Background: an optimization exercise with open tools, aiming at small area, a short achievable clock period and few clock cycles per item. Do not read the settings as production practice. Function was checked by simulation only, so behaviour that the tests miss may differ from the original. Power figures rest on the tool's default switching activity, not on a simulated workload.

`flow/config.mk`:
```
export PLATFORM = sky130hd
export DESIGN_NAME = peer_retry_backoff_scheduler_top
export DESIGN_NICKNAME = peer_retry_backoff_scheduler_top
export VERILOG_FILES = /design/flow/design.v
export SDC_FILE = /design/flow/constraint.sdc
export NUM_CORES = 4
export LEC_CHECK = 0
export CAP_MARGIN = 20
export CORE_MARGIN = 2
export CORE_UTILIZATION = 40
export SETUP_SLACK_MARGIN = 5
export SLEW_MARGIN = 20
```
`flow/constraint.sdc`:
```
create_clock -name core_clock -period 10.0 [get_ports {clk}]
set_input_delay 2.0000 -clock core_clock [delete_from_list [all_inputs] [get_ports {clk}]]
set_output_delay 2.0000 -clock core_clock [all_outputs]
set_load 0.01 [all_outputs]
```
`flow/design.v`:
```
package prbs_pkg;
  localparam int OPC_W      = 2;
  localparam int MAC_W      = 48;
  localparam int LEN_W      = 10;
  localparam int TIME_W     = 32;
  localparam int RET_W      = 4;
  localparam int BASE_W     = 10;
  localparam int CAP_W      = 16;
  localparam int KIND_W     = 2;
  localparam int ERR_W      = 2;
  localparam int PIDX_W     = 3;
  localparam int SLEN_W     = 8;
  localparam int SHIFT_W    = BASE_W + (1 << RET_W) - 1;
  localparam int IN_DATA_W  = 96;
  localparam int OUT_DATA_W = 64;
  localparam int CFG_IDX_W  = 2;
  localparam int CFG_DATA_W = 16;
  localparam int MAX_RESULTS = 8;
  localparam int EMIT_CNT_W  = $clog2(MAX_RESULTS + 1);
  localparam logic [OPC_W-1:0] OP_SEND     = 2'd0;
  localparam logic [OPC_W-1:0] OP_COMPLETE = 2'd1;
  localparam logic [OPC_W-1:0] OP_TICK     = 2'd2;
  localparam logic [KIND_W-1:0] KIND_TRANSMIT   = 2'd0;
  localparam logic [KIND_W-1:0] KIND_RETRANSMIT = 2'd1;
  localparam logic [KIND_W-1:0] KIND_REJECT     = 2'd2;
  localparam logic [ERR_W-1:0] ERR_NONE = 2'd0;
  localparam logic [ERR_W-1:0] ERR_ZERO = 2'd1;
  localparam logic [ERR_W-1:0] ERR_LONG = 2'd2;
  localparam logic [ERR_W-1:0] ERR_FULL = 2'd3;
  localparam logic [CFG_IDX_W-1:0] CFG_RETRY_LIMIT  = 2'd0;
  localparam logic [CFG_IDX_W-1:0] CFG_BACKOFF_BASE = 2'd1;
  localparam logic [CFG_IDX_W-1:0] CFG_BACKOFF_CAP  = 2'd2;
  localparam logic [RET_W-1:0]  RETRY_LIMIT_RST  = 4'd5;
  localparam logic [BASE_W-1:0] BACKOFF_BASE_RST = 10'd30;
  localparam logic [CAP_W-1:0]  BACKOFF_CAP_RST  = 16'd500;
  typedef struct packed {
    logic [KIND_W-1:0] kind;
    logic [ERR_W-1:0]  error_code;
    logic [PIDX_W-1:0] peer_index;
    logic [MAC_W-1:0]  dest_mac;
    logic [SLEN_W-1:0] send_length;
    logic              last;
  } result_t;
  typedef struct packed {
    logic load;
    logic scan_step;
    logic send_commit;
    logic comp_commit;
    logic tick_step;
    logic flush;
  } dp_cmd_t;
  typedef struct packed {
    logic [OPC_W-1:0] op;
    logic             scan_last;
    logic             tick_emit;
    logic             pend_valid;
    logic             out_free;
    logic             emit_full;
  } dp_status_t;
endpackage
module prbs_ge #(parameter int W = 16) (
  input  logic [W-1:0] a,
  input  logic [W-1:0] b,
  output logic         ge
);
  localparam int L = $clog2(W);
  localparam int P = 1 << L;
  logic [L:0][P-1:0] g;
  logic [L:0][P-1:0] p;
  always_comb begin
    g = '0;
    p = '0;
    for (int i = 0; i < P; i++) begin
      if (i < W) begin
        g[0][i] = a[i] & ~b[i];
        p[0][i] = a[i] | ~b[i];
      end else begin
        g[0][i] = 1'b0;
        p[0][i] = 1'b1;
      end
    end
    for (int l = 1; l <= L; l++) begin
      for (int i = 0; i < (P >> l); i++) begin
        g[l][i] = g[l-1][2*i+1] | (p[l-1][2*i+1] & g[l-1][2*i]);
        p[l][i] = p[l-1][2*i+1] & p[l-1][2*i];
      end
    end
    ge = g[L][0] | p[L][0];
  end
endmodule
module prbs_add #(parameter int W = 16) (
  input  logic [W-1:0] a,
  input  logic [W-1:0] b,
  input  logic         ci,
  output logic [W-1:0] s,
  output logic         co
);
  localparam int L = $clog2(W);
  logic [L:0][W-1:0] g;
  logic [L:0][W-1:0] p;
  always_comb begin
    g[0] = a & b;
    p[0] = a | b;
    g[0][0] = g[0][0] | (p[0][0] & ci);
    for (int l = 1; l <= L; l++) begin
      for (int i = 0; i < W; i++) begin
        if (i >= (1 << (l-1))) begin
          g[l][i] = g[l-1][i] | (p[l-1][i] & g[l-1][i - (1 << (l-1))]);
          p[l][i] = p[l-1][i] & p[l-1][i - (1 << (l-1))];
        end else begin
          g[l][i] = g[l-1][i];
          p[l][i] = p[l-1][i];
        end
      end
    end
    s  = a ^ b ^ {g[L][W-2:0], ci};
    co = g[L][W-1];
  end
endmodule
module prbs_inc #(parameter int W = 16) (
  input  logic [W-1:0] a,
  output logic [W-1:0] s
);
  logic [W-1:0] c;
  always_comb begin
    c[0] = 1'b1;
    for (int i = 1; i < W; i++) c[i] = c[i-1] & a[i-1];
    s = a ^ c;
  end
endmodule
module peer_retry_backoff_scheduler_top (
  input  logic         clk,
  input  logic         rst,
  input  logic         s_tvalid,
  output logic         s_tready,
  input  logic [95:0]  s_tdata,
  input  logic [1:0]   s_tuser,
  output logic         m_tvalid,
  input  logic         m_tready,
  output logic [63:0]  m_tdata,
  output logic [1:0]   m_tuser,
  output logic         m_tlast,
  input  logic         cfg_valid,
  output logic         cfg_ready,
  input  logic [1:0]   cfg_index,
  input  logic [15:0]  cfg_data
);
  localparam int N = 8;
  logic [3:0]  retry_limit;
  logic [9:0]  backoff_base;
  logic [15:0] backoff_cap;
  logic [N-1:0] used, armed;
  logic [47:0]  mac [N];
  logic [7:0]   len [N];
  logic [3:0]   rem [N];
  logic [31:0]  due [N];
  logic         iv;
  logic [1:0]   iop;
  logic [47:0]  imac;
  logic [7:0]   ilen;
  logic         izero, ilong, iok;
  logic [31:0]  inow;
  logic [N-1:0] imatch;    
  logic         iprev;     
  logic         ialloc;    
  logic [N-1:0] drain;
  logic         pv;
  logic [N-1:0] psel;
  logic [3:0]   prem;      
  logic [31:0]  pnow;
  logic         ov;
  logic [1:0]   okind, oerr;
  logic [2:0]   oidx;
  logic [47:0]  omac;
  logic [7:0]   olen;
  logic         olast;
  assign cfg_ready = 1'b1;
  assign m_tvalid  = ov;
  assign m_tdata   = {3'b000, olen, omac, oidx, oerr};
  assign m_tuser   = okind;
  assign m_tlast   = olast;
  wire drain_busy = |drain;
  wire out_free   = !ov || m_tready;
  wire is_send = iv && iop == 2'd0;
  wire is_comp = iv && iop == 2'd1;
  wire is_tick = iv && iop == 2'd2;
  wire run_pre  = !drain_busy && !(is_tick && pv);
  wire need_out = is_send || is_tick;
  wire run      = iv && run_pre && (!need_out || out_free);
  logic rdy_a, rdy_b;
  assign s_tready = rdy_a || (rdy_b && m_tready);
  wire take = s_tready && s_tvalid;
  logic [24:0] base_l;
  wire        pcap = prem > retry_limit;
  wire [24:0] bv   = base_l >> prem;
  logic       cap_ge_bv;
  prbs_ge #(16) u_ovf (.a(backoff_cap), .b(bv[15:0]), .ge(cap_ge_bv));
  wire use_cap = pcap || (|bv[24:16]) || !cap_ge_bv;
  logic [15:0] nd_b, nd_c, pnow_inc;
  logic        nd_bc, nd_cc;
  prbs_add #(16) u_nd_b   (.a(pnow[15:0]), .b(bv[15:0]),    .ci(1'b0), .s(nd_b), .co(nd_bc));
  prbs_add #(16) u_nd_c   (.a(pnow[15:0]), .b(backoff_cap), .ci(1'b0), .s(nd_c), .co(nd_cc));
  prbs_inc #(16) u_nd_inc (.a(pnow[31:16]), .s(pnow_inc));
  wire        nd_carry = use_cap ? nd_cc : nd_bc;
  wire [31:0] new_due  = {nd_carry ? pnow_inc : pnow[31:16], use_cap ? nd_c : nd_b};
  logic [N-1:0] hit, freev, due_ok, remz, ge_due;
  for (genvar i = 0; i < N; i++) begin : g_slot
    prbs_ge #(31) u_due (.a(inow[30:0]), .b(due[i][30:0]), .ge(ge_due[i]));
  end
  always_comb begin
    for (int i = 0; i < N; i++) begin
      hit[i]    = used[i] && ((ialloc && (i == N-1 || !used[(i+1)%N])) ? iprev : imatch[i]);
      freev[i]  = !used[i];
      due_ok[i] = inow[31] ^ due[i][31] ^ ge_due[i];
      remz[i]   = (rem[i] == 4'd0);
    end
  end
  function automatic logic [N-1:0] lowest(input logic [N-1:0] v);
    logic seen;
    seen = 1'b0;
    for (int i = 0; i < N; i++) begin
      lowest[i] = v[i] && !seen;
      seen = seen || v[i];
    end
  endfunction
  function automatic logic [2:0] enc(input logic [N-1:0] v);
    enc = 3'd0;
    for (int i = 0; i < N; i++) if (v[i]) enc = enc | 3'(i);
  endfunction
  wire [N-1:0] free1 = lowest(freev);
  wire any_hit  = |hit;
  wire any_free = |freev;
  wire [N-1:0] wsel = any_hit ? hit : free1;
  wire send_ok  = !izero && !ilong && (any_hit || any_free);
  wire [1:0] send_err = izero ? 2'd1 : ilong ? 2'd2 : (!any_hit && !any_free) ? 2'd3 : 2'd0;
  wire [N-1:0] t_emit   = armed & due_ok & ~remz;
  wire [N-1:0] t_disarm = armed & due_ok & remz;
  wire tick_first = run && is_tick;
  wire [N-1:0] eset  = drain_busy ? drain : t_emit;     
  wire [N-1:0] e1    = lowest(eset);                    
  wire [N-1:0] erest = eset & ~e1;
  wire drain_step = drain_busy && out_free;
  wire emit_now = drain_step || (tick_first && |t_emit);
  wire send_run  = run && is_send;
  wire send_wr   = send_run && send_ok;
  wire comp_run  = run && is_comp && any_hit;
  wire comp_fail = comp_run && !iok;
  wire send_pre = is_send && !drain_busy && send_ok;
  wire [N-1:0] alloc = (send_pre && !any_hit) ? free1 : '0;
  wire [N-1:0] usel = (drain_busy || is_tick) ? e1 : hit;
  wire comp_ctx = !drain_busy && !is_tick;
  logic [3:0] cnext [N];
  logic [3:0] rnext [N];
  logic [3:0] rsel;
  always_comb begin
    rsel = '0;
    for (int i = 0; i < N; i++) begin
      cnext[i] = remz[i] ? retry_limit : rem[i];
      rnext[i] = comp_ctx ? cnext[i] : drain_busy ? rem[i] : rem[i] - 4'd1;
      if (usel[i]) rsel = rsel | rnext[i];
    end
  end
  logic [7:0]  lsel;
  logic [47:0] msel;
  always_comb begin
    lsel = '0;
    msel = '0;
    for (int i = 0; i < N; i++) if (e1[i]) begin
      lsel = lsel | len[i];
      msel = msel | mac[i];
    end
  end
  always_ff @(posedge clk) begin
    if (rst) begin
      retry_limit  <= 4'd5;
      backoff_base <= 10'd30;
      backoff_cap  <= 16'd500;
    end else if (cfg_valid) begin
      case (cfg_index)
        2'd0: retry_limit  <= cfg_data[3:0];
        2'd1: backoff_base <= cfg_data[9:0];
        2'd2: backoff_cap  <= cfg_data[15:0];
        default: ;
      endcase
    end
  end
  always_ff @(posedge clk) base_l <= 25'(backoff_base) << retry_limit;
  logic [N-1:0] smatch;
  always_comb begin
    for (int i = 0; i < N; i++) smatch[i] = (mac[i] == s_tdata[47:0]);
  end
  always_ff @(posedge clk) begin
    if (rst) iv <= 1'b0;
    else if (s_tready) iv <= s_tvalid;
    if (take) begin
      iop    <= s_tuser;
      imac   <= s_tdata[47:0];
      ilen   <= s_tdata[55:48];
      izero  <= (s_tdata[57:48] == 10'd0);
      ilong  <= (s_tdata[57:48] > 10'd250);
      iok    <= s_tdata[58];
      inow   <= s_tdata[90:59];
      imatch <= smatch;
      iprev  <= (imac == s_tdata[47:0]);
      ialloc <= |alloc;
    end
  end
  always_ff @(posedge clk) begin
    for (int i = 0; i < N; i++) begin
      if (rst) begin
        used[i]  <= 1'b0;
        armed[i] <= 1'b0;
      end else begin
        if (send_wr && wsel[i]) begin
          used[i]  <= 1'b1;
          armed[i] <= 1'b0;
        end
        if (comp_run && hit[i]) armed[i] <= !iok;
        if (tick_first && t_disarm[i]) armed[i] <= 1'b0;
      end
      if (alloc[i]) mac[i] <= imac;
      if (send_pre && wsel[i]) len[i] <= ilen;
      if ((send_pre && wsel[i]) || (comp_run && hit[i] && iok)) rem[i] <= 4'd0;
      else if (comp_fail && hit[i]) rem[i] <= cnext[i];
      else if (tick_first && t_emit[i]) rem[i] <= rem[i] - 4'd1;
      if (pv && psel[i]) due[i] <= new_due;
    end
  end
  always_ff @(posedge clk) begin
    if (rst) begin
      drain <= '0;
      pv    <= 1'b0;
    end else begin
      if (tick_first || drain_step) drain <= erest;
      pv <= comp_fail || emit_now;
    end
    psel <= usel;
    prem <= rsel;
    if (run) pnow <= inow;
  end
  wire [N-1:0] drain_n = (tick_first || drain_step) ? erest : drain;
  wire         iv_n    = s_tready ? s_tvalid : iv;
  wire [1:0]   iop_n   = take ? s_tuser : iop;
  wire         pv_n    = comp_fail || emit_now;
  wire         ov_n    = (emit_now || send_run) || (ov && !m_tready);
  wire         pre_n   = !(|drain_n) && !(iop_n == 2'd2 && pv_n);
  always_ff @(posedge clk) begin
    if (rst) begin
      rdy_a <= 1'b1;
      rdy_b <= 1'b0;
    end else begin
      rdy_a <= !iv_n || (pre_n && (!(iop_n == 2'd0 || iop_n == 2'd2) || !ov_n));
      rdy_b <= pre_n;
    end
  end
  always_ff @(posedge clk) begin
    if (rst) ov <= 1'b0;
    else if (emit_now || send_run) ov <= 1'b1;
    else if (m_tready) ov <= 1'b0;
    if (emit_now) begin
      okind <= 2'd1;
      oerr  <= 2'd0;
      oidx  <= enc(e1);
      olen  <= lsel;
      omac  <= msel;
      olast <= drain_busy ? (erest == '0) : ((t_emit & (t_emit - N'(1))) == '0);
    end else if (send_run) begin
      okind <= send_ok ? 2'd0 : 2'd2;
      oerr  <= send_err;
      oidx  <= send_ok ? enc(wsel) : 3'd0;
      omac  <= imac;
      olen  <= send_ok ? ilen : 8'd0;
      olast <= 1'b1;
    end
  end
endmodule
```
`flow/run.sh`:
```
#!/bin/bash
# synth_recipe.tcl (not shown) runs the flow's synth.tcl, then flattens the netlist and writes it again
# the make line also repeats each setting of config.mk as NAME=value (left out here)
make -C /OpenROAD-flow-scripts/flow DESIGN_CONFIG=/design/flow/config.mk WORK_HOME=/design/flow/orfs CLKGATE_MAP_FILE= SYNTH_SCRIPT=/design/flow/synth_recipe.tcl finish
```
==> flow_summary_export.csv, run 1 <==
group,metric,value,unit
status,status,"no timing/DRC/antenna violations",
timing,achievable-frequency,203,MHz
die,starting_density_of_the_core,40.2,%
drt,drt-vias-per-instance,6.03,
setup_path,r2r_cells,14,
setup_path,cp-end-kind,"register",
drt,initialDrtViolationCount,4377,
drt,wirelength_per_cell,28.8,um
cells_and_area,instances_no_fill,6160,
timing,final.min_clock_period,4.93,ns
synthesis,proportion_of_synthesized_flip_flops_having_asynchronous_set_or_reset,0,%
cts,clock_tree.htree_level_count,3,
power_and_ir_drop,netSwitchingFraction,24.7,%
setup_path,kind_of_start_point_of_the_critical_path,"register",
placed_design,port-buffer-count,181,
placed_design,dp_cells,5889,
drt,dr_total_vias,37200,
setup_path,timing.reg2reg.setup_slack,5.07,ns
power_and_ir_drop,p_comb_share,9.4,%
flow_run,drv.max_cap_violation_count,0,
timing,slew_headroom,25.9,%
timing,setup_tns,0,ns
setup_path,cpMaxStageDelayCell,"a222oi_1",
cts,hold_buffers,0,
synthesis,synth-seq-cells,1031,
power_and_ir_drop,proportion_of_power_drawn_by_the_clock_network,41.7,%
min_path,hold_path_depth,2,
setup_path,critPathMaxStageDelay,0.62,ns
global_route,first_global_vias,35400,
timing,setup_repair_after_global_routing_missed_its_margin,"no",
power_and_ir_drop,net-switching-power,2.47,mW
cts,clock_latency,0.75,ns
setup_path,timing.critical_path.required,10.44,ns
die,floorplan.rows,131,
setup_path,cp_cell_sequence,"clkinvlp_4, buf_4, a222oi_1, nand4_1, nor2_1, nand3_2, a21o_1, a31oi_4, and3b_1, nor2b_4, clkbuf_8, buf_12, a222oi_1, a41oi_2",
power_and_ir_drop,worst_ir_drop_vdd,155,uV
synthesis,synth_edf_count,897,
placed_design,place_congestion,1.02,
synthesis,yosysSeqAreaShare,57.8,%
cts,tritoncts_num_sinks,1031,
setup_path,crit_arrival,5.37,ns
timing,hold_ws,0.475,ns
timing,timing_max_transition_violations_final,0,
global_route,grt_pass1_wl,252,mm
cts,cts.reportedPaths.clkPinSlew,0.06,ns
drt,detailed_routing_iterations_pass_1,7,
drt,drc,0,
synthesis,yosys.cell_types.count,101,
power_and_ir_drop,sequentialPowerShare,48.9,%
cts,cts_tree,"yes",
synthesis,synth_cells,4211,
timing,layout_setup_ws,5.07,ns
setup_path,timing.setup.critical_path_class,"reg -> reg",
min_path,min_path_type,"reg -> reg",
cells_and_area,design.final.nets,4612,
synthesis,mappedNetlistArea,51200,sq um
setup_path,crit_path_max_fanout,33,
synthesis,synth_ff_type,"edfxtp_1",
global_route,grt.total_usage,26.3,%
timing,clock_skew,0.0389,ns
drt,final_antenna_net_count,0,
die,die_area,131000,sq um
cts,clock_tree.buffer_depth,3,
synthesis,synth_top_area_cell,"edfxtp_1",
cells_and_area,fraction_of_layout_cells_with_a_size_suffix_above_1,11.5,%
global_route,pin_count_of_the_biggest_net_entering_global_routing,99,
synthesis,post_synth_most_frequent_cells,"edfxtp_1, xor2_1, nor2_1",
die,die_height,362,um
global_route,antenna_found_initial,6,
timing,hold_violations,0,
synthesis,yosysTopAreaCellShare,52.6,%
placed_design,placement.setup.worst_slack,3.70,ns
power_and_ir_drop,cell_internal_pwr,7.54,mW
die,die_x,362,um
power_and_ir_drop,report.power.total,10.0,mW
placed_design,post-dp-hpwl,121,mm
drt,finalWirelength,177,mm
timing,final-setup-viol-count,0,
synthesis,synth-warning-count,17,
cts,clock-root-buffer,"clkbuf_16",
global_route,globalRoute.totalOverflow,0,
timing,timing.final.crit_share,49.3,%
synthesis,synth_most_common_cell,"edfxtp_1",
power_and_ir_drop,powerDensity,169,nW/um^2
cts,cts_inserted_buffers,111,
power_and_ir_drop,p_leak,20.1,nW
synthesis,postSynthAreaPerCell,12.2,sq um
die,io_pins,191,
cells_and_area,area_delta_synth_final,15.8,%
die,fp.coreArea,127000,sq um
setup_path,critical_path.most_common_cell,"a222oi_1",
timing,timing_worst_slew_pin_value,1.10,ns
synthesis,netlist_top_cells_area,"edfxtp_1, xor2_1, dfxtp_1",
-- area by class of cell --
| type | count | area [sq um] |
|---|---|---|
| tap | 1662 | 2080 |
| sequential | 1031 | 29600 |
| antenna | 3 | 7.51 |
| timing repair inverter | 1 | 5.00 |
| multi-input combinational | 2787 | 20500 |
| clock buffer | 146 | 3080 |
| clock inverter | 61 | 573 |
| inverter | 178 | 707 |
| timing repair buffer | 291 | 2770 |
| fill | 11500 | 68100 |
-- worst max-delay path: cells and delay by family (launching register included) --
family | cells | cell delay, ns
AOI/OAI and AO/OA | 5 | 1.93
and+or+nand+nor | 5 | 1.22
buffers and inverters | 4 | 0.96
DFF | 1 | 0.45
-- worst paths after layout --
check | end | startpoint
setup / recovery | omac[44] | inow[27]
hold / removal | backoff_base[7] | backoff_base[7]
setup reg to reg | omac[44] | inow[27]
hold reg to reg | backoff_base[7] | backoff_base[7]
-- metal layers --
metal  track usage [%]  wire, um  vias up  part of all wire [%]
met2              43.7     84200     1719                    48
met1              33.6     69400    18600                    39
met3              4.27     13600      368                   7.7
li1                  -         -    16400                     -
met4              12.5      9850        0                   5.6
met5                 0         0        -                     0
-- registers in the layout, summed over array words and instances (netlist names), 2 cells and up --
signal / flops
olen: 8
rem: 32
base_l: 25
imatch: 8
backoff_cap: 16
imac: 48
pnow: 32
prem: 4
due: 256
omac: 48
armed: 8
drain: 8
mac: 384
iop: 2
okind: 2
inow: 32
len: 64
retry_limit: 4
ilen: 8
used: 8
oidx: 3
backoff_base: 10
oerr: 2
psel: 8
-- cell usage in the layout (no fill, tap or decap), drive strengths merged, types with 33 or more instances in the layout --
master,instances
edfxtp,897
nand2b,101
inv,171
xor2,451
mux2i,33
a22oi,74
nor3,69
nor4,124
a211oi,34
a222oi,83
a31oi,45
dfxtp,134
clkdlybuf4s50,178
a41oi,53
a221oi,63
clkinv,43
o22ai,50
nor2,297
nor2b,75
nand4,41
o21ai,128
buf,109
clkbuf,148
ha,88
maj3,69
nand2,255
nand3,51
a21oi,171
mux2,47
-- logic make-up after synthesis --
family / synth area share, %
and+or+nand+nor: 11.0
DFF: 57.8
AOI/OAI and AO/OA: 13.5
xor gates and xnor gates: 8.24
buffers and inverters: 3.15
adders and majority gates: 3.59
muxes: 2.67
other: 0.0147
-- power by group through the flow --
stage / Sequential [mW] / Combinational, mW / Clock, mW
5_1_grt: 4.90 / 0.998 / 4.38
6_report: 4.90 / 0.937 / 4.18
2_1_floorplan: 4.94 / 0.532 / 0
4_1_cts: 4.90 / 0.908 / 4.23
3_3_place_gp: 4.99 / 0.872 / 0
3_5_place_dp: 4.99 / 0.882 / 0
-- through the flow --
step | instance area, sq um | utilization [%]
global placement | 54700 | 43.0
floorplan | 51200 | -
finish | 59300 | 46.6
global route | 59300 | 46.6
detailed placement | 54700 | 43.0
CTS | 58800 | 46.2
-- timing repair --
action / 4_1_cts / 5_1_grt
pin swaps: 10 / 14
endpoints found under the setup margin: 276 / 263
gates resized for setup: 53 / 53
gates cloned: 3 / 2
buffers inserted: 20 / 36
Testbench counts, summed over its fixed seeds: cycles 10,336, items 8,000.
==> run 2: changes to the inputs <==
--- a/flow/config.mk
+++ b/flow/config.mk
@@ -8,5 +8,6 @@
 export CAP_MARGIN = 20
 export CORE_MARGIN = 2
 export CORE_UTILIZATION = 40
+export CTS_BUF_LIST = sky130_fd_sc_hd__clkbuf_4 sky130_fd_sc_hd__clkbuf_8
 export SETUP_SLACK_MARGIN = 5
 export SLEW_MARGIN = 20
==> run 2 against run 1 <==
  * First-iteration DRC count is 2.9% higher
  * Synthesized cell count stayed put
  * Core utilization is 0.23 points lower
  * Sequential share of layout area rose by 0.24 points
  * Setup slack better by 0.031 ns
  * Critical path depth is the same
  * Clock skew is 0.0052 ns higher
  * Largest cell class unchanged
  * Sequential cell count stayed put
  * Combinational power about the same
  * Cell count up 1.7%
  * Largest power group unchanged
==> flow_summary_export.csv, run 2 <==
group,metric,value,unit
drt,dr_total_vias,37700,
drt,wirelength_per_cell,28.5,um
cells_and_area,instances_no_fill,6267,
setup_path,critPathMaxStageDelay,0.62,ns
synthesis,yosysSeqAreaShare,57.8,%
setup_path,crit_arrival,5.53,ns
cells_and_area,reg.largest.list,"mac: 384 flops, due: 256 flops, len: 64 flops",
cells_and_area,mostFrequentLayoutCells,"edfxtp_1, xor2_1, nor2_1",
global_route,pin_count_of_the_biggest_net_entering_global_routing,99,
timing,hold_ws,0.475,ns
cells_and_area,largest-register,"mac",
synthesis,post_synth_most_frequent_cells,"edfxtp_1, xor2_1, nor2_1",
timing,timing_worst_slew_pin_value,1.12,ns
setup_path,timing.critical_path.required,10.63,ns
global_route,grt_pass1_wl,253,mm
global_route,first_global_vias,36200,
die,die_height,362,um
die,die_x,362,um
global_route,grt.total_usage,26.6,%
die,floorplan.rows,131,
timing,final-setup-viol-count,0,
timing,timing_max_transition_violations_final,0,
flow_run,drv.max_cap_violation_count,0,
synthesis,yosys.cell_types.count,101,
die,starting_density_of_the_core,40.2,%
status,status,"no timing/DRC/antenna violations",
drt,drt-vias-per-instance,6.01,
setup_path,crit_family,"compound AO/OA/AOI/OAI gates",
drt,drc,0,
timing,setup_repair_after_global_routing_missed_its_margin,"no",
placed_design,post-dp-hpwl,121,mm
cells_and_area,final_core_utilization,46.3,%
die,fp.coreArea,127000,sq um
synthesis,synth-warning-count,17,
drt,detailed_routing_iterations_pass_1,7,
cts,clock_tree.buffer_depth,3,
setup_path,crit_path_max_fanout,33,
drt,initialDrtViolationCount,4505,
synthesis,synth_edf_count,897,
synthesis,synth-seq-cells,1031,
synthesis,netlist_top_cells_area,"edfxtp_1, xor2_1, dfxtp_1",
setup_path,cpMaxStageDelayCell,"a222oi_1",
setup_path,timing.setup.critical_path_class,"reg -> reg",
synthesis,mappedNetlistArea,51200,sq um
timing,clock_skew,0.0440,ns
cells_and_area,largest_register_ffs,384,
drt,finalWirelength,179,mm
timing,hold_violations,0,
power_and_ir_drop,p_leak,20.1,nW
synthesis,yosysTopAreaCellShare,52.6,%
cts,cts_inserted_buffers,176,
placed_design,place_congestion,1.02,
cts,clock_latency,0.94,ns
global_route,globalRoute.totalOverflow,0,
cts,cts_tree,"yes",
synthesis,synth_top_area_cell,"edfxtp_1",
synthesis,proportion_of_synthesized_flip_flops_having_asynchronous_set_or_reset,0,%
placed_design,dp_cells,5889,
cells_and_area,design.final.nets,4677,
cells_and_area,area_delta_synth_final,15.3,%
synthesis,postSynthAreaPerCell,12.2,sq um
cts,tritoncts_num_sinks,1031,
cts,clock-root-buffer,"clkbuf_8",
synthesis,synth_ff_type,"edfxtp_1",
synthesis,synth_most_common_cell,"edfxtp_1",
cts,clock_tree.htree_level_count,4,
power_and_ir_drop,powerDensity,163,nW/um^2
power_and_ir_drop,worst_ir_drop_vdd,118,uV
timing,timing.final.crit_share,49.0,%
cts,hold_buffers,0,
synthesis,synth_cells,4211,
setup_path,kind_of_start_point_of_the_critical_path,"register",
cells_and_area,layout_commonest_cell,"edfxtp_1",
cts,cts.reportedPaths.clkPinSlew,0.07,ns
setup_path,cp_cell_sequence,"inv_1, o22ai_1, a211oi_1, a2bb2oi_2, a22oi_2, buf_4, mux2_2, a31oi_4, and3b_1, nor2b_4, buf_6, buf_8, a222oi_1, a41oi_2",
die,io_pins,191,
setup_path,cp-end-kind,"register",
timing,final.min_clock_period,4.90,ns
cells_and_area,fraction_of_layout_cells_with_a_size_suffix_above_1,13.5,%
timing,setup_tns,0,ns
timing,achievable-frequency,204,MHz
timing,slew_headroom,24.7,%
global_route,antenna_found_initial,8,
die,die_area,131000,sq um
min_path,min_path_type,"reg -> reg",
placed_design,port-buffer-count,181,
setup_path,crit_buf_inv,4,
drt,final_antenna_net_count,0,
## run 2: cell families after synthesis
| group | share of synthesized area, % |
|---|---|
| flops | 57.8 |
| mux | 2.67 |
| fa+ha+maj | 3.59 |
| other cells | 0.0147 |
| compound gates | 13.5 |
| xor+xnor | 8.24 |
| buf+inv | 3.15 |
| simple gates | 11.0 |
## run 2: path summary, 6_finish.rpt
kind	endpoint	slack, ns	startpoint	cells after the start
max	omac[44]	5.10	inow[13]	14
min	backoff_base[7]	0.48	backoff_base[7]	2
max reg2reg	omac[44]	5.10	inow[13]	14
min reg2reg	backoff_base[7]	0.48	backoff_base[7]	2
## run 2: per-layer routing
layer,vias up,track usage [%],share of wire [%]
met4,2,13.4,5.1
met5,-,0,0.011
met2,1868,43.9,48
met3,363,4.53,8.2
met1,18800,33.6,39
li1,16600,-,-
## run 2: power breakdown
part | internal [mW] | total (mW) | switching, mW
logic | 0.335 | 0.936 | 0.601
clock network | 1.98 | 3.78 | 1.80
registers | 4.81 | 4.90 | 0.0898
total | 7.12 | 9.61 | 2.49
## run 2: cell type report
cell class,instances,area (sq um)
Sequential cell,1031,29600
Multi-Input combinational cell,2787,20500
Tap cell,1662,2080
Fill cell,11600,68300
Clock buffer,248,2990
Antenna cell,4,10.0
Timing Repair Buffer,292,2760
Clock inverter,65,378
Inverter,178,707
## run 2: metrics by stage
stage	total power, mW	worst slack [ns]	cell area (sq um)
floorplan	5.48	4.03	51200
global placement	5.86	3.62	54700
detailed placement	5.87	3.70	54700
CTS	9.64	4.85	58500
global route	9.90	4.99	59000
finish	9.61	5.10	59000
## run 2: tightest hold or removal path: cells and delay by family, from the launching register on
| kind | cells | cell delay, ns |
|---|---|---|
| AND/OR/NAND/NOR | 1 | 0.05 |
| AO/OA/AOI/OAI | 1 | 0.05 |
| flip-flops | 1 | 0.32 |
## run 2: repair_timing
action | 4_1_cts | 5_1_grt
setup endpoints to repair | 279 | 257
cloned | 3 | 1
resized for setup | 55 | 48
setup buffers | 24 | 33
pin swaps | 11 | 15
==> run 3: changes to the inputs <==
--- a/flow/config.mk
+++ b/flow/config.mk
@@ -8,6 +8,7 @@
 export CAP_MARGIN = 20
 export CORE_MARGIN = 2
 export CORE_UTILIZATION = 40
-export CTS_BUF_LIST = sky130_fd_sc_hd__clkbuf_4 sky130_fd_sc_hd__clkbuf_8
+export CTS_CLUSTER_DIAMETER = 80
+export CTS_CLUSTER_SIZE = 30
 export SETUP_SLACK_MARGIN = 5
 export SLEW_MARGIN = 20
==> run 3 against run 2 <==
  * Largest cell class unchanged
  * Critical path type unchanged
  * Combinational power down 0.7%
  * Cell area down 2.8%
  * Non-clock buffer count down 5
  * Core utilization down 1.3 points
  * Highest routed layer is now met4
  * Area after synthesis unchanged
  * Setup slack worse by 0.051 ns
  * Sequential cell count unchanged
  * First-iteration DRC count down 0.67%
  * Cell count down 3.7%
==> flow_summary_export.csv, run 3 <==
group,metric,value,unit
status,status,"no timing/DRC/antenna violations",
synthesis,yosysSeqAreaShare,57.8,%
cts,clock-root-buffer,"clkbuf_16",
cts,clock_latency,0.71,ns
die,io_pins,191,
synthesis,synth_top_area_cell,"edfxtp_1",
flow_run,drv.max_cap_violation_count,0,
synthesis,proportion_of_synthesized_flip_flops_having_asynchronous_set_or_reset,0,%
global_route,first_global_vias,35100,
setup_path,cp_cell_sequence,"buf_4, nor2b_1, maj3_1, maj3_1, o21ai_0, a31oi_4, o211a_1, or4b_1, nor4b_4, clkbuf_8, buf_8, a221oi_1, a41oi_1",
drt,dr_total_vias,36600,
cts,tritoncts_num_sinks,1031,
timing,setup_tns,0,ns
global_route,pin_count_of_the_biggest_net_entering_global_routing,99,
synthesis,netlist_top_cells_area,"edfxtp_1, xor2_1, dfxtp_1",
setup_path,cpMaxStageDelayCell,"or4b_1",
drt,finalWirelength,175,mm
cells_and_area,seqCellArea,29600,sq um
cts,hold_buffers,0,
power_and_ir_drop,worst_ir_drop_vdd,144,uV
die,floorplan.rows,131,
timing,timing_worst_slew_pin_value,1.12,ns
synthesis,synth-warning-count,17,
cts,clock_tree.buffer_depth,3,
timing,hold_violations,0,
setup_path,timing.critical_path.required,10.45,ns
cts,cts_tree,"yes",
setup_path,critical_path.most_common_cell,"maj3_1",
synthesis,postSynthAreaPerCell,12.2,sq um
cells_and_area,fraction_of_layout_cells_with_a_size_suffix_above_1,9.52,%
setup_path,critPathMaxStageDelay,0.52,ns
die,die_x,362,um
synthesis,yosysTopAreaCellShare,52.6,%
power_and_ir_drop,powerDensity,148,nW/um^2
synthesis,synth_ff_type,"edfxtp_1",
timing,final.min_clock_period,4.95,ns
setup_path,crit_path_max_fanout,32,
cells_and_area,layout_commonest_cell,"edfxtp_1",
cts,clock_tree.htree_level_count,2,
global_route,grt.total_usage,26.0,%
setup_path,timing.setup.critical_path_class,"reg -> reg",
cells_and_area,mostFrequentLayoutCells,"edfxtp_1, xor2_1, nor2_1",
cts,cts_inserted_buffers,51,
synthesis,yosys.cell_types.count,101,
setup_path,crit_arrival,5.41,ns
cells_and_area,area_delta_synth_final,12.0,%
drt,wirelength_per_cell,29.0,um
timing,setup_repair_after_global_routing_missed_its_margin,"yes",
placed_design,detailed_place.area,54700,sq um
min_path,min_path_type,"reg -> reg",
die,die_area,131000,sq um
synthesis,synth-seq-cells,1031,
timing,final-setup-viol-count,0,
setup_path,kind_of_start_point_of_the_critical_path,"register",
placed_design,place_congestion,1.02,
cts,cts.reportedPaths.clkPinSlew,0.11,ns
synthesis,synth_cells,4211,
power_and_ir_drop,report.power.total,8.48,mW
drt,initialDrtViolationCount,4475,
cells_and_area,largest_register_ffs,384,
synthesis,synth_edf_count,897,
drt,detailed_routing_iterations_pass_1,9,
timing,clock_skew,0.0397,ns
global_route,grt_pass1_wl,249,mm
cells_and_area,reg.largest.list,"mac: 384 flops, due: 256 flops, len: 64 flops",
global_route,antenna_found_initial,5,
timing,slew_headroom,25.6,%
synthesis,post_synth_most_frequent_cells,"edfxtp_1, xor2_1, nor2_1",
setup_path,cp-end-kind,"register",
synthesis,synth_most_common_cell,"edfxtp_1",
cells_and_area,largest-register,"mac",
cells_and_area,fill_cells,11600,
cells_and_area,multiInputGateArea,20400,sq um
timing,achievable-frequency,202,MHz
timing,timing_max_transition_violations_final,0,
drt,final_antenna_net_count,0,
placed_design,post-dp-hpwl,121,mm
die,starting_density_of_the_core,40.2,%
timing,timing.final.crit_share,49.5,%
cells_and_area,design.final.nets,4547,
placed_design,port-buffer-count,181,
synthesis,mappedNetlistArea,51200,sq um
power_and_ir_drop,p_leak,19.1,nW
cells_and_area,postLayoutCellArea,57400,sq um
drt,drc,0,
drt,drt-vias-per-instance,6.07,
die,fp.coreArea,127000,sq um
global_route,globalRoute.totalOverflow,0,
die,die_height,362,um
-- run 3: routing by layer --
| metal | global-route usage [%] | part of all wire [%] | vias to the layer above |
|---|---|---|---|
| li1 | - | - | 16200 |
| met3 | 3.42 | 7.4 | 309 |
| met4 | 12.4 | 5.4 | 0 |
| met1 | 33.4 | 39 | 18400 |
| met2 | 43.5 | 48 | 1653 |
| met5 | 0 | 0 | - |
-- run 3: worst max-delay path, delay by kind of cell, from the launching register on --
| kind | cells | cell delay, ns |
|---|---|---|
| DFF | 1 | 0.48 |
| adders and majority gates | 2 | 0.72 |
| and+or+nand+nor | 3 | 0.89 |
| buffers and inverters | 3 | 0.99 |
| AOI/OAI and AO/OA | 5 | 1.61 |
-- run 3: path summary, 6_finish.rpt --
check / startpoint / depth (start not counted) / slack (ns) / endpoint
worst min-delay path: backoff_base[7] / 2 / 0.48 / backoff_base[7]
worst max-delay path: inow[6] / 13 / 5.05 / omac[0]
worst max register to register: inow[6] / 13 / 5.05 / omac[0]
worst min register to register: backoff_base[7] / 2 / 0.48 / backoff_base[7]
-- run 3: cell families (layout without fill, tap and decap cells) --
logic type               after synthesis  count (layout)  share of synthesized area (%)
AO/OA/AOI/OAI                        917             919                           13.5
XOR/XNOR                             482             482                           8.24
adder cells (fa/ha/maj)              159             159                           3.59
buffers and inverters                398             554                           3.15
flip-flops                          1031            1031                           57.8
multiplexers                         101             101                           2.67
other                                  2               5                         0.0147
AND/OR/NAND/NOR                     1121            1122                           11.0
-- run 3: where the power goes --
part	total (mW)	switching (mW)	internal (mW)	leakage, nW
Combinational	0.929	0.596	0.333	9.05
Clock	2.66	1.59	1.07	0.851
Sequential	4.89	0.0898	4.80	9.25
-- run 3: cell type report --
type / instances / area share, %
diodes: 1 / 0.00436
clock buffers: 58 / 2.31
clock inverters: 31 / 0.805
inverters: 178 / 1.23
multi-input cells: 2787 / 35.6
flip-flops and latches: 1031 / 51.6
well taps: 1662 / 3.62
repair buffers: 287 / 4.78
-- run 3: through the flow --
stage	worst slack (ns)	hold slack, ns	std cells	util, %
6_report	5.05	0.479	6035	45.0
5_1_grt	4.96	0.521	6035	45.0
4_1_cts	5.01	0.486	6003	44.7
3_5_place_dp	3.70	0.473	5889	43.0
3_3_place_gp	3.62	0.462	5888	43.0
2_1_floorplan	4.03	0.421	4213	-
-- run 3: repair_timing --
| action | 4_1_cts | 5_1_grt |
|---|---|---|
| buffers inserted | 22 | 30 |
| pin swaps | 10 | 14 |
| endpoints found under the setup margin | 275 | 263 |
| cloned | 3 | 1 |
| gates resized for setup | 55 | 41 |
==> run 4: changes to the inputs <==
==> flow/flow/run.sh (new file) <==
#!/bin/bash
set -euo pipefail
sed 's/SETUP_SLACK_MARGIN=[0-9.]*/SETUP_SLACK_MARGIN=5.8/' standard.sh > standard_margin.sh
grep -q 'SETUP_SLACK_MARGIN=5.8' standard_margin.sh
bash standard_margin.sh > layout.log 2>&1
==> flow/standard.sh (new file) <==
#!/bin/bash
# synth_recipe.tcl (not shown) runs the flow's synth.tcl, then flattens the netlist and writes it again
# the make line also repeats each setting of config.mk as NAME=value (left out here)
make -C /OpenROAD-flow-scripts/flow DESIGN_CONFIG=/design/flow/config.mk WORK_HOME=/design/flow/orfs CLKGATE_MAP_FILE= SYNTH_SCRIPT=/design/flow/synth_recipe.tcl "${@:-finish}"
removed: flow/run.sh
==> run 4 against run 3 <==
  * Area after synthesis is the same
  * Maximum frequency grew 9.3%
  * Die area unchanged
  * Cell area increased by 8.8%
  * Clock skew is 0.022 ns higher
  * Via count is 7.1% higher
  * Critical path depth down 8
  * Hold slack better by 0.028 ns
  * Power rose by 2.2%
  * Sequential power barely moved
  * Clock power about the same
  * Core utilization rose by 4.0 points
  * Largest cell class unchanged
==> flow_summary_export.csv, run 4 <==
group,metric,value,unit
status,status,"no timing/DRC/antenna violations",
setup_path,crit-reg2reg-launch,"inow[0]",
die,fp.coreArea,127000,sq um
die,starting_density_of_the_core,40.2,%
cells_and_area,multiInputGateArea,22400,sq um
power_and_ir_drop,worst_ir_drop_vdd,145,uV
cells_and_area,largest_register_ffs,384,
global_route,first_global_vias,36400,
synthesis,synth_cells,4211,
timing,clock_skew,0.0615,ns
power_and_ir_drop,powerDensity,139,nW/um^2
cts,hold_buffers,0,
setup_path,timing.setup.critical_path_class,"in -> reg",
setup_path,cpMaxStageDelayCell,"clkdlybuf4s50_1",
global_route,grt_pass1_wl,262,mm
drt,dr_total_vias,39200,
drt,final_antenna_net_count,0,
timing,setup_tns,0,ns
drt,drc,0,
cells_and_area,mostFrequentLayoutCells,"edfxtp_1, xor2_1, nand2_1",
synthesis,synth_most_common_cell,"edfxtp_1",
global_route,pin_count_of_the_biggest_net_entering_global_routing,86,
min_path,min_path_type,"reg -> reg",
cts,clock-root-buffer,"clkbuf_16",
synthesis,synth_edf_count,897,
cells_and_area,fraction_of_layout_cells_with_a_size_suffix_above_1,19.3,%
setup_path,crit_buf_inv,1,
cells_and_area,area_delta_synth_final,21.9,%
synthesis,yosysSeqAreaShare,57.8,%
global_route,antenna_found_initial,7,
setup_path,r2r_cells,15,
global_route,grt.total_usage,27.5,%
die,die_x,362,um
synthesis,synth-seq-cells,1031,
drt,initialDrtViolationCount,5853,
placed_design,dp_cells,5881,
power_and_ir_drop,report.power.total,8.67,mW
synthesis,post_synth_most_frequent_cells,"edfxtp_1, xor2_1, nor2_1",
drt,drt-vias-per-instance,6.23,
cts,cts.reportedPaths.clkPinSlew,0.12,ns
die,die_area,131000,sq um
setup_path,crit_path_max_fanout,10,
synthesis,postSynthAreaPerCell,12.2,sq um
timing,timing.final.crit_share,45.3,%
synthesis,proportion_of_synthesized_flip_flops_having_asynchronous_set_or_reset,0,%
drt,wirelength_per_cell,30.7,um
setup_path,kind_of_start_point_of_the_critical_path,"input pin",
setup_path,cp_num_cells,5,
power_and_ir_drop,p_leak,21.1,nW
cells_and_area,fill_cells,11100,
cts,clock_latency,0.73,ns
die,io_pins,191,
timing,hold_violations,0,
cts,tritoncts_num_sinks,1031,
synthesis,yosysTopAreaCellShare,52.6,%
synthesis,mappedNetlistArea,51200,sq um
setup_path,cp_cell_sequence,"clkdlybuf4s50_1, xor2_1, nor4_2, nand4_1, nor3_1",
placed_design,port-buffer-count,181,
flow_run,drv.max_cap_violation_count,0,
setup_path,crit_arrival,5.00,ns
cells_and_area,seqCellArea,29600,sq um
die,floorplan.rows,131,
placed_design,place_congestion,1.01,
setup_path,cp-end-kind,"register",
placed_design,post-dp-hpwl,120,mm
timing,final.min_clock_period,4.53,ns
synthesis,netlist_top_cells_area,"edfxtp_1, xor2_1, dfxtp_1",
setup_path,timing.critical_path.from,"s_tdata[9]",
cells_and_area,design.final.nets,4804,
cts,cts_tree,"yes",
cells_and_area,reg.largest.list,"mac: 384 flops, due: 256 flops, len: 64 flops",
setup_path,critPathMaxStageDelay,0.95,ns
synthesis,synth-warning-count,17,
cts,clock_tree.buffer_depth,3,
global_route,globalRoute.totalOverflow,0,
cts,clock_tree.htree_level_count,2,
synthesis,synth_top_area_cell,"edfxtp_1",
drt,finalWirelength,194,mm
timing,achievable-frequency,221,MHz
timing,final-setup-viol-count,0,
drt,detailed_routing_iterations_pass_1,9,
setup_path,timing.reg2reg.setup_slack,5.60,ns
timing,timing_max_transition_violations_final,0,
cells_and_area,largest-register,"mac",
timing,slew_headroom,27.6,%
synthesis,synth_ff_type,"edfxtp_1",
setup_path,timing.critical_path.required,10.47,ns
cells_and_area,instances_no_fill,6300,
setup_path,worstReg2RegEnd,"omac[7]",
synthesis,yosys.cell_types.count,101,
timing,setup_repair_after_global_routing_missed_its_margin,"yes",
setup_path,crit_family,"simple AND/OR/NAND/NOR gates",
setup_path,endpoint,"imatch[5]",
cells_and_area,layout_commonest_cell,"edfxtp_1",
cts,cts_inserted_buffers,50,
die,die_height,362,um
timing,timing_worst_slew_pin_value,1.09,ns
run 4: cell counts after synthesis:
No cell type changed its count.
run 4: tightest hold or removal path, stage by stage, from the launching register on:
cell,delay [ns]
dfxtp_1,0.35
nand2_1,0.06
a21oi_1,0.06
run 4: report_power, final:
group | internal [mW] | leakage (nW) | switching (mW) | total [mW]
Sequential | 4.80 | 9.25 | 0.0910 | 4.89
Clock | 1.09 | 0.861 | 1.58 | 2.67
Combinational | 0.434 | 11.0 | 0.673 | 1.11
Total | 6.33 | 21.1 | 2.34 | 8.67
run 4: metrics by stage:
step	hold WS (ns)	area [sq um]	util, %	setup slack, ns
after global placement	0.470	54700	43.0	3.46
final	0.507	62400	49.0	5.47
after detailed placement	0.487	54700	43.0	3.48
after floorplan	0.421	51400	-	5.21
after CTS	0.505	60300	47.3	5.55
after global routing	0.527	62400	49.0	5.49
run 4: kinds of logic (layout without fill, tap and decap cells):
kind of cell | after synthesis | after routing | synth area share [%]
buf+inv | 398 | 804 | 3.15
xor+xnor | 482 | 482 | 8.24
compound gates | 917 | 927 | 13.5
simple gates | 1121 | 1124 | 11.0
fa+ha+maj | 159 | 159 | 3.59
other cells | 2 | 10 | 0.0147
mux | 101 | 101 | 2.67
flops | 1031 | 1031 | 57.8
run 4: worst min path at each step:
| stage | startpoint | to | slack, ns | cells past startpoint |
|---|---|---|---|---|
| finish | backoff_base[0] | backoff_base[0] | 0.51 | 2 |
| global route | backoff_base[5] | backoff_base[5] | 0.53 | 2 |
| CTS | backoff_base[0] | backoff_base[0] | 0.50 | 2 |
| detailed placement | rem[2][0] | rem[2][0] | 0.49 | 2 |
| global placement | armed[4] | armed[4] | 0.47 | 1 |
| floorplan | inow[2] | pnow[2] | 0.42 | 0 |
run 4: area by class of cell:
type | instances | area share (%)
sequential | 1031 | 47.5
multi-input combinational | 2797 | 35.9
timing repair buffer | 535 | 9.17
tap | 1662 | 3.33
clock buffer | 59 | 2.14
inverter | 178 | 1.20
clock inverter | 32 | 0.732
antenna | 6 | 0.0241
run 4: what timing repair did:
action	in CTS	in global routing
setup endpoints to repair	506	402
resized for setup	324	216
buffers inserted	199	76
cloned	23	24
pin swaps	52	78
run 4: per-layer routing:
metal,vias up,track usage (%),part of all wire (%)
met5,-,0,0.0057
met3,483,4.34,10
met2,2428,45.2,47
li1,16800,-,-
met4,2,13.5,6.2
met1,19500,35.3,37
==> run 5: changes to the inputs <==
--- a/flow/config.mk
+++ b/flow/config.mk
@@ -8,7 +8,6 @@
 export CAP_MARGIN = 20
 export CORE_MARGIN = 2
 export CORE_UTILIZATION = 40
-export CTS_CLUSTER_DIAMETER = 80
-export CTS_CLUSTER_SIZE = 30
 export SETUP_SLACK_MARGIN = 5
 export SLEW_MARGIN = 20
+export TNS_END_PERCENT = 30
==> run 5 against run 4 <==
  * Still clean on timing, DRC and antenna
  * Cell count is 1.2% higher
  * Die area stayed put
  * Clock power is 48% higher
  * Clock skew is 0.029 ns lower
  * Non-clock buffer count is 20 lower
  * Count of clock-buffer cells in the layout is 95 higher
  * Global-route usage hardly changed
  * Register-to-register slack worse by 0.08 ns
  * Power is 14% higher
  * Sequential power hardly changed
  * Highest routed layer unchanged
==> flow_summary_export.csv, run 5 <==
group,metric,value,unit
global_route,first_global_vias,37000,
die,die_x,362,um
synthesis,synth_edf_count,897,
cts,clock_tree.htree_level_count,3,
setup_path,crit_arrival,2.51,ns
setup_path,crit_buf_inv,3,
cells_and_area,fill_cells,11100,
die,floorplan.rows,131,
cells_and_area,largest_register_ffs,384,
drt,dr_total_vias,38900,
synthesis,synth_ff_type,"edfxtp_1",
setup_path,timing.setup.critical_path_class,"in -> out",
synthesis,synth-warning-count,17,
setup_path,cp_cell_sequence,"buf_2, a21oi_2, inv_1, buf_2",
cts,cts_tree,"yes",
timing,clock_skew,0.0327,ns
setup_path,critPathMaxStageDelay,0.16,ns
setup_path,timing.critical_path.required,8.00,ns
synthesis,mappedNetlistArea,51200,sq um
synthesis,netlist_top_cells_area,"edfxtp_1, xor2_1, dfxtp_1",
placed_design,post-dp-hpwl,122,mm
drt,finalWirelength,187,mm
timing,timing_worst_slew_pin_value,1.09,ns
timing,hold_violations,0,
global_route,grt_pass1_wl,262,mm
synthesis,yosysTopAreaCellShare,52.6,%
synthesis,yosysSeqAreaShare,57.8,%
setup_path,kind_of_start_point_of_the_critical_path,"input pin",
global_route,grt.total_usage,27.5,%
placed_design,place_congestion,0.962,
drt,drc,0,
die,io_pins,191,
setup_path,crit_path_max_fanout,2,
cells_and_area,reg.largest.list,"mac: 384 flops, due: 256 flops, len: 64 flops",
drt,initialDrtViolationCount,5335,
synthesis,proportion_of_synthesized_flip_flops_having_asynchronous_set_or_reset,0,%
synthesis,post_synth_most_frequent_cells,"edfxtp_1, xor2_1, nor2_1",
global_route,antenna_found_initial,5,
drt,drt-vias-per-instance,6.10,
setup_path,timing.reg2reg.setup_slack,5.52,ns
synthesis,yosys.cell_types.count,101,
status,status,"no timing/DRC/antenna violations",
cells_and_area,fraction_of_layout_cells_with_a_size_suffix_above_1,18.2,%
drt,detailed_routing_iterations_pass_1,9,
cells_and_area,mostFrequentLayoutCells,"edfxtp_1, xor2_1, buf_4",
flow_run,drv.max_cap_violation_count,0,
global_route,pin_count_of_the_biggest_net_entering_global_routing,61,
cells_and_area,largest-register,"mac",
synthesis,synth-seq-cells,1031,
setup_path,critical_path.most_common_cell,"buf_2",
timing,slew_headroom,27.7,%
power_and_ir_drop,powerDensity,158,nW/um^2
cells_and_area,layout_commonest_cell,"edfxtp_1",
synthesis,synth_cells,4211,
die,fp.coreArea,127000,sq um
setup_path,cp-end-kind,"output port",
setup_path,cpMaxStageDelayCell,"a21oi_2",
cells_and_area,final_core_utilization,49.2,%
cells_and_area,area_delta_synth_final,22.3,%
timing,final.min_clock_period,4.51,ns
timing,timing.final.crit_share,45.1,%
cts,clock_tree.buffer_depth,3,
timing,achievable-frequency,222,MHz
placed_design,dp_cells,5886,
synthesis,synth_top_area_cell,"edfxtp_1",
synthesis,synth_most_common_cell,"edfxtp_1",
cts,cts.reportedPaths.clkPinSlew,0.06,ns
timing,timing_max_transition_violations_final,0,
timing,final-setup-viol-count,0,
cells_and_area,design.final.nets,4837,
cts,clock-root-buffer,"clkbuf_16",
timing,setup_tns,0,ns
cts,hold_buffers,0,
cts,clock_latency,0.75,ns
cells_and_area,instances_no_fill,6376,
timing,setup_repair_after_global_routing_missed_its_margin,"yes",
die,die_height,362,um
die,starting_density_of_the_core,40.2,%
synthesis,postSynthAreaPerCell,12.2,sq um
min_path,min_path_type,"reg -> reg",
cts,cts_inserted_buffers,110,
global_route,globalRoute.totalOverflow,0,
die,die_area,131000,sq um
placed_design,port-buffer-count,181,
power_and_ir_drop,p_leak,21.4,nW
power_and_ir_drop,worst_ir_drop_vdd,143,uV
drt,wirelength_per_cell,29.3,um
drt,final_antenna_net_count,0,
setup_path,crit_family,"buffers and inverters",
cts,tritoncts_num_sinks,1031,
-- run 5: cell type report --
class                      instances  area [sq um]  area share, %
tap                             1662          2080           3.32
clock buffer                     154          3030           4.84
timing repair inverter             1          7.51         0.0120
sequential                      1031         29600           47.3
multi-input combinational       2789         21700           34.6
clock inverter                    44           344          0.549
timing repair buffer             515          5120           8.17
inverter                         178           752           1.20
antenna                            2          5.00        0.00799
-- run 5: what timing repair did --
item	in CTS	in global routing
resized for setup	301	106
setup buffers	226	44
pin swaps	87	53
gates cloned	15	5
endpoints found under the setup margin	498	822
-- run 5: where the power goes --
| group | switching (mW) | total [mW] | internal [mW] |
|---|---|---|---|
| Clock | 1.74 | 3.95 | 2.20 |
| Combinational | 0.658 | 1.07 | 0.412 |
| Sequential | 0.0884 | 4.90 | 4.81 |
-- run 5: tightest hold or removal path: stages, from the launching register on --
cell and delay [ns]:
dfxtp_1 0.32, nand2_1 0.06, a21oi_1 0.06
-- run 5: kinds of logic (layout without fill, tap and decap cells) --
family | Yosys count | count (layout) | share of synthesized area [%]
buffers and inverters | 398 | 892 | 3.15
AND/OR/NAND/NOR | 1121 | 1124 | 11.0
XOR/XNOR | 482 | 482 | 8.24
AO/OA/AOI/OAI | 917 | 919 | 13.5
flip-flops | 1031 | 1031 | 57.8
multiplexers | 101 | 101 | 2.67
adder cells (fa/ha/maj) | 159 | 159 | 3.59
other | 2 | 6 | 0.0147
-- run 5: metrics by stage --
step           cell area (sq um)  hold slack (ns)  setup slack, ns  power, mW
6_report                   62600            0.482             5.49       9.91
5_1_grt                    62600            0.492             5.43       10.2
4_1_cts                    61600            0.489             5.52       9.88
3_5_place_dp               54700            0.480             3.58       5.87
3_3_place_gp               54700            0.462             3.56       5.86
2_1_floorplan              51200            0.421             5.21       5.48
-- run 5: worst paths after layout --
check | cells past startpoint | start | endpoint
hold reg to reg | 2 | backoff_base[7] | backoff_base[7]
setup reg to reg | 13 | drain[1] | rdy_a
setup / recovery | 4 | m_tready | s_tready
hold / removal | 2 | backoff_base[7] | backoff_base[7]
-- run 5: per-layer routing --
layer	part of all wire, %	wire (um)	global-route usage, %
met3	8.8	16400	5.17
met1	38	70200	34.2
met5	0.0070	13	0
met2	47	88600	45.8
met4	6.1	11400	13.9
==> run 6: changes to the inputs <==
==> flow/flow/run.sh (replaced) <==
#!/bin/bash
set -euo pipefail
sed 's/SETUP_SLACK_MARGIN=[0-9.]*/SETUP_SLACK_MARGIN=5.6/' standard.sh > standard_margin.sh
grep -q 'SETUP_SLACK_MARGIN=5.6' standard_margin.sh
bash standard_margin.sh > layout.log 2>&1
--- a/flow/config.mk
+++ b/flow/config.mk
@@ -10,4 +10,3 @@
 export CORE_UTILIZATION = 40
 export SETUP_SLACK_MARGIN = 5
 export SLEW_MARGIN = 20
-export TNS_END_PERCENT = 30
==> run 6 against run 5 <==
  * Clock power grew 2%
  * Critical path depth grew 21
  * Register-to-register slack lost 0.03 ns
  * First-iteration DRC count shrank 6.4%
  * Power grew 0.51%
  * Routed wire length shrank 0.86%
  * Sequential share of layout area grew 0.83 points
  * Global-route usage shrank 0.71 points
  * Core utilization shrank 0.85 points
  * Combinational power shrank 4%
  * Area after synthesis is the same
==> flow_summary_export.csv, run 6 <==
group,metric,value,unit
status,status,"no timing/DRC/antenna violations",
cells_and_area,fraction_of_layout_cells_with_a_size_suffix_above_1,16.0,%
timing,slew_headroom,18.3,%
cts,cts_tree,"yes",
die,die_height,362,um
cells_and_area,instances_no_fill,6290,
setup_path,crit_arrival,5.00,ns
drt,drc,0,
placed_design,port-buffer-count,181,
power_and_ir_drop,report.power.total,9.96,mW
min_path,worst_hold_startpoint,"backoff_base[9]",
cts,clock_tree.htree_level_count,3,
min_path,timing.hold.worst_endpoint,"backoff_base[9]",
drt,final_antenna_net_count,0,
power_and_ir_drop,p_leak,21.0,nW
timing,timing_worst_slew_pin_value,1.21,ns
cells_and_area,reg.largest.list,"mac: 384 flops, due: 256 flops, len: 64 flops",
cts,cts.reportedPaths.clkPinSlew,0.06,ns
drt,detailed_routing_iterations_pass_1,8,
cells_and_area,area_delta_synth_final,20.2,%
synthesis,synth-warning-count,17,
setup_path,cp-end-kind,"register",
global_route,antenna_found_initial,9,
global_route,grt.total_usage,26.8,%
drt,initialDrtViolationCount,4991,
global_route,pin_count_of_the_biggest_net_entering_global_routing,102,
cts,cts_inserted_buffers,110,
timing,clock_skew,0.0221,ns
die,die_x,362,um
setup_path,timing.setup.critical_path_class,"reg -> reg",
min_path,hold_path_depth,2,
timing,timing_max_transition_violations_final,0,
timing,setup_tns,0,ns
synthesis,post_synth_most_frequent_cells,"edfxtp_1, xor2_1, nor2_1",
setup_path,crit_path_max_fanout,10,
synthesis,yosys.cell_types.count,101,
cells_and_area,largest-register,"mac",
synthesis,netlist_top_cells_area,"edfxtp_1, xor2_1, dfxtp_1",
global_route,grt_pass1_wl,256,mm
synthesis,yosysSeqAreaShare,57.8,%
global_route,first_global_vias,36300,
cts,clock_tree.buffer_depth,3,
die,floorplan.rows,131,
flow_run,drv.max_cap_violation_count,0,
synthesis,mappedNetlistArea,51200,sq um
synthesis,synth_most_common_cell,"edfxtp_1",
cells_and_area,mostFrequentLayoutCells,"edfxtp_1, xor2_1, nor2_1",
synthesis,yosysTopAreaCellShare,52.6,%
timing,timing.final.crit_share,45.1,%
cells_and_area,design.final.nets,4747,
synthesis,synth-seq-cells,1031,
cells_and_area,layout_commonest_cell,"edfxtp_1",
cells_and_area,fill_cells,11200,
cts,tritoncts_num_sinks,1031,
timing,final-setup-viol-count,0,
die,fp.coreArea,127000,sq um
placed_design,place_congestion,0.944,
drt,finalWirelength,185,mm
cells_and_area,largest_register_ffs,384,
synthesis,synth_cells,4211,
synthesis,synth_edf_count,897,
synthesis,synth_top_area_cell,"edfxtp_1",
die,io_pins,191,
min_path,min_path_type,"reg -> reg",
setup_path,timing.reg2reg.setup_slack,5.49,ns
die,die_area,131000,sq um
placed_design,dp_cells,5886,
setup_path,worstReg2RegEnd,"due[7][16]",
synthesis,synth_ff_type,"edfxtp_1",
synthesis,postSynthAreaPerCell,12.2,sq um
global_route,globalRoute.totalOverflow,0,
setup_path,kind_of_start_point_of_the_critical_path,"register",
timing,final.min_clock_period,4.51,ns
die,starting_density_of_the_core,40.2,%
setup_path,crit-reg2reg-launch,"prem[3]",
synthesis,proportion_of_synthesized_flip_flops_having_asynchronous_set_or_reset,0,%
setup_path,timing.critical_path.required,10.49,ns
cts,clock_latency,0.74,ns
placed_design,post-dp-hpwl,120,mm
power_and_ir_drop,powerDensity,162,nW/um^2
timing,hold_violations,0,
drt,drt-vias-per-instance,6.09,
drt,dr_total_vias,38300,
cts,clock-root-buffer,"clkbuf_16",
timing,achievable-frequency,222,MHz
drt,wirelength_per_cell,29.4,um
setup_path,r2r_cells,25,
timing,setup_repair_after_global_routing_missed_its_margin,"yes",
power_and_ir_drop,worst_ir_drop_vdd,185,uV
run 6: kinds of logic (layout without fill, tap and decap cells):
| kind of cell | Yosys count | count (layout) | synth area share, % |
|---|---|---|---|
| simple gates | 1121 | 1126 | 11.0 |
| flops | 1031 | 1031 | 57.8 |
| compound gates | 917 | 919 | 13.5 |
| xor+xnor | 482 | 482 | 8.24 |
| buf+inv | 398 | 801 | 3.15 |
| fa+ha+maj | 159 | 159 | 3.59 |
| mux | 101 | 101 | 2.67 |
| other cells | 2 | 9 | 0.0147 |
run 6: layout make-up:
type	count	area, sq um	area share [%]
diodes	5	12.5	0.0203
clock buffers	154	3050	4.96
clock inverters	45	432	0.701
inverters	178	741	1.20
multi-input cells	2791	21300	34.6
flip-flops and latches	1031	29600	48.1
well taps	1662	2080	3.38
repair buffers	424	4330	7.04
run 6: per-layer routing:
layer	track usage [%]	up-vias	wire length (um)
li1	-	16700	-
met2	45.1	1980	89100
met3	3.87	388	15700
met4	12.4	2	9700
met5	0	-	13
met1	34.2	19200	70400
run 6: metrics by stage:
stage / cell area (sq um) / utilization, % / hold WS [ns] / worst slack (ns)
after global placement: 54700 / 43.0 / 0.475 / 3.62
after detailed placement: 54700 / 43.0 / 0.478 / 3.73
after CTS: 60300 / 47.4 / 0.492 / 5.44
after global routing: 61600 / 48.3 / 0.514 / 5.39
final: 61600 / 48.3 / 0.496 / 5.49
after floorplan: 51300 / - / 0.421 / 5.21
run 6: worst max-delay path by stage:
stage          startpoint          to  slack (ns)
2_1_floorplan      ialloc   rem[4][1]        5.21
3_3_place_gp      inow[0]     omac[4]        3.62
3_5_place_dp      inow[3]    omac[30]        3.73
4_1_cts           prem[1]  due[4][20]        5.44
5_1_grt           prem[1]  due[2][16]        5.39
6_report          prem[3]  due[7][16]        5.49
run 6: power by group:
| group | total [mW] | internal [mW] | switching, mW |
|---|---|---|---|
| logic | 1.03 | 0.391 | 0.641 |
| clock network | 4.03 | 2.28 | 1.76 |
| registers | 4.90 | 4.81 | 0.0890 |
| total | 9.96 | 7.47 | 2.49 |
run 6: worst max-delay path: stages, from the launching register on:
cell and delay [ns]:
dfxtp_2 0.34, buf_12 0.14, buf_4 0.15, mux4_2 0.23, mux2_4 0.17, nor2_4 0.04, buf_4 0.14, buf_4 0.12
buf_4 0.12, buf_4 0.12, buf_4 0.12, buf_4 0.12, buf_4 0.12, buf_4 0.12, buf_4 0.12, o32a_1 0.32
o221ai_1 0.18, nand3_1 0.11, o2111ai_1 0.09, nand2_1 0.18, nand4_4 0.22, mux2_4 0.38, buf_12 0.17, buf_4 0.15
xnor2_4 0.14, buf_12 0.14
run 6: timing repair:
| action | 4_1_cts | 5_1_grt |
|---|---|---|
| cloned | 11 | 12 |
| gates resized for setup | 191 | 129 |
| pin swaps | 47 | 50 |
| setup endpoints to repair | 793 | 358 |
| setup buffers | 129 | 48 |
| hold buffers | 0 | 0 |
==> run 7: changes to the inputs <==
--- a/flow/config.mk
+++ b/flow/config.mk
@@ -8,5 +8,7 @@
 export CAP_MARGIN = 20
 export CORE_MARGIN = 2
 export CORE_UTILIZATION = 40
+export CTS_CLUSTER_DIAMETER = 60
+export CTS_CLUSTER_SIZE = 20
 export SETUP_SLACK_MARGIN = 5
 export SLEW_MARGIN = 20
==> run 7 against run 6 <==
  * Via count grew 0.56%
  * Sequential share of layout area shrank 0.23 points
  * Power shrank 0.16%
  * Critical path depth shrank 20
  * Setup slack gained 0.045 ns
  * Sequential cell count is the same
  * Sequential power is essentially flat
  * Combinational power is essentially flat
  * Non-clock buffer count grew 26
  * Largest power group unchanged
  * Cell count is essentially flat
  * Synthesized cell count is the same
  * Global-route usage is essentially flat
==> flow_summary_export.csv, run 7 <==
group,metric,value,unit
die,die_x,362,um
power_and_ir_drop,netSwitchingFraction,26.7,%
min_path,worst_hold_startpoint,"rem[2][0]",
global_route,global_route.usage.met2,45.1,%
die,io_pins,191,
setup_path,timing.critical_path.required,10.50,ns
synthesis,synthSimpleGateAreaFrac,11.0,%
cells_and_area,reg.largest.list,"mac: 384 flops, due: 256 flops, len: 64 flops",
cells_and_area,final_core_utilization,48.6,%
cts,cts_inserted_buffers,95,
power_and_ir_drop,proportion_of_power_drawn_by_the_clock_network,40.2,%
power_and_ir_drop,p_leak,21.1,nW
synthesis,synth-warning-count,17,
setup_path,crit_arrival,4.97,ns
drt,wirelength_per_cell,29.6,um
cts,clock-root-buffer,"clkbuf_16",
placed_design,placement.setup.worst_slack,3.73,ns
cells_and_area,area_delta_synth_final,20.8,%
flow_run,drv.max_cap_violation_count,0,
min_path,timing.hold.worst_endpoint,"rem[2][0]",
timing,final.min_clock_period,4.47,ns
cells_and_area,largest_register_ffs,384,
synthesis,synth_edf_count,897,
global_route,grt_util_met1,34.0,%
drt,initialDrtViolationCount,4962,
power_and_ir_drop,cell_internal_pwr,7.29,mW
synthesis,yosysSeqAreaShare,57.8,%
timing,clock_skew,0.0385,ns
synthesis,netlist_top_cells_area,"edfxtp_1, xor2_1, dfxtp_1",
status,status,"no timing/DRC/antenna violations",
die,die_area,131000,sq um
cts,tritoncts_num_sinks,1031,
cts,clock_latency,0.73,ns
cells_and_area,design.final.nets,4761,
setup_path,worstReg2RegEnd,"omac[0]",
global_route,grt_pass1_wl,256,mm
global_route,antenna_found_initial,8,
synthesis,post_synth_most_frequent_cells,"edfxtp_1, xor2_1, nor2_1",
power_and_ir_drop,net-switching-power,2.66,mW
setup_path,cp-end-kind,"register",
timing,timing_worst_slew_pin_value,1.15,ns
synthesis,post_synth_xor_xnor_area,8.24,%
synthesis,synth_top_area_cell,"edfxtp_1",
drt,drt-vias-per-instance,6.12,
timing,slew_headroom,23.0,%
cts,clock_tree.buffer_depth,3,
die,die_height,362,um
setup_path,timing.setup.critical_path_class,"in -> reg",
global_route,most_utilized_layer_in_the_global_route_result,"met2",
timing,setup_repair_after_global_routing_missed_its_margin,"yes",
synthesis,adder_cell_fraction_of_synth_area,3.59,%
drt,finalWirelength,186,mm
setup_path,crit_path_max_fanout,10,
synthesis,synth_mux_area_share,2.67,%
power_and_ir_drop,sequentialPowerShare,49.2,%
power_and_ir_drop,p_comb_share,10.6,%
synthesis,synth_top_family_by_area,"compound AO/OA/AOI/OAI gates",
timing,timing_max_transition_violations_final,0,
timing,achievable-frequency,224,MHz
cells_and_area,largest-register,"mac",
synthesis,synth_cells,4211,
placed_design,detailed_place.area,54700,sq um
drt,drc,0,
synthesis,proportion_of_synthesized_flip_flops_having_asynchronous_set_or_reset,0,%
cts,cts.reportedPaths.clkPinSlew,0.09,ns
drt,detailed_routing_iterations_pass_1,10,
timing,layout_setup_ws,5.53,ns
timing,hold_violations,0,
cells_and_area,postLayoutCellArea,61900,sq um
drt,final_antenna_net_count,0,
synthesis,yosysTopAreaCellShare,52.6,%
run 7: final cells by class:
class / count / area (sq um)
Inverter: 178 / 746
Clock buffer: 107 / 2510
Fill cell: 11100 / 65500
Clock inverter: 71 / 917
Timing Repair Buffer: 450 / 4560
Sequential cell: 1031 / 29600
Multi-Input combinational cell: 2794 / 21400
Tap cell: 1662 / 2080
Antenna cell: 3 / 7.51
run 7: how the worst max path moves through the flow:
| stage | from | end | cells past startpoint |
|---|---|---|---|
| finish | s_tdata[0] | imatch[0] | 5 |
| global route | prem[3] | due[1][20] | 17 |
| CTS | prem[1] | due[1][20] | 20 |
| detailed placement | inow[3] | omac[30] | 13 |
| global placement | inow[0] | omac[4] | 13 |
| floorplan | ialloc | rem[4][1] | 14 |
run 7: kinds of logic after synthesis:
kind of cell | count (synthesis)
xor gates and xnor gates | 482
AOI/OAI and AO/OA | 917
adders and majority gates | 159
buffers and inverters | 398
muxes | 101
DFF | 1031
other | 2
and+or+nand+nor | 1121
run 7: layer usage:
| layer | wire (um) | part of all wire (%) |
|---|---|---|
| met1 | 70500 | 38 |
| met2 | 89500 | 48 |
| met3 | 15800 | 8.5 |
| met4 | 10200 | 5.5 |
| met5 | 13 | 0.0070 |
run 7: critical path, cell delays in order:
cell and delay, ns:
clkdlybuf4s50_1 0.97, xor2_1 0.37, nor4_1 1.00, nand4_1 0.24, nor3_1 0.37
run 7: repair_timing:
item                       in CTS  in global routing
buffers inserted              138                 63
setup endpoints to repair     747                360
pin swaps                      40                 63
hold buffers                    0                  0
cloned                         12                 16
gates resized for setup       193                148
run 7: power by group through the flow:
stage | Combinational (mW) | Clock [mW] | Sequential [mW]
floorplan | 0.535 | 0 | 4.94
global placement | 0.874 | 0 | 4.99
detailed placement | 0.876 | 0 | 4.99
CTS | 0.988 | 4.04 | 4.89
global route | 1.12 | 4.19 | 4.90
finish | 1.06 | 4.00 | 4.89

Re-timed with assumed drivers on the ports (clkbuf_16 on the clock, buf_2 on other inputs), run 7 has 5.495 ns of setup slack against 5.532 ns with ideal ports, and 4.802 ns once port delays also move by the mid clock arrival of 0.776 ns.
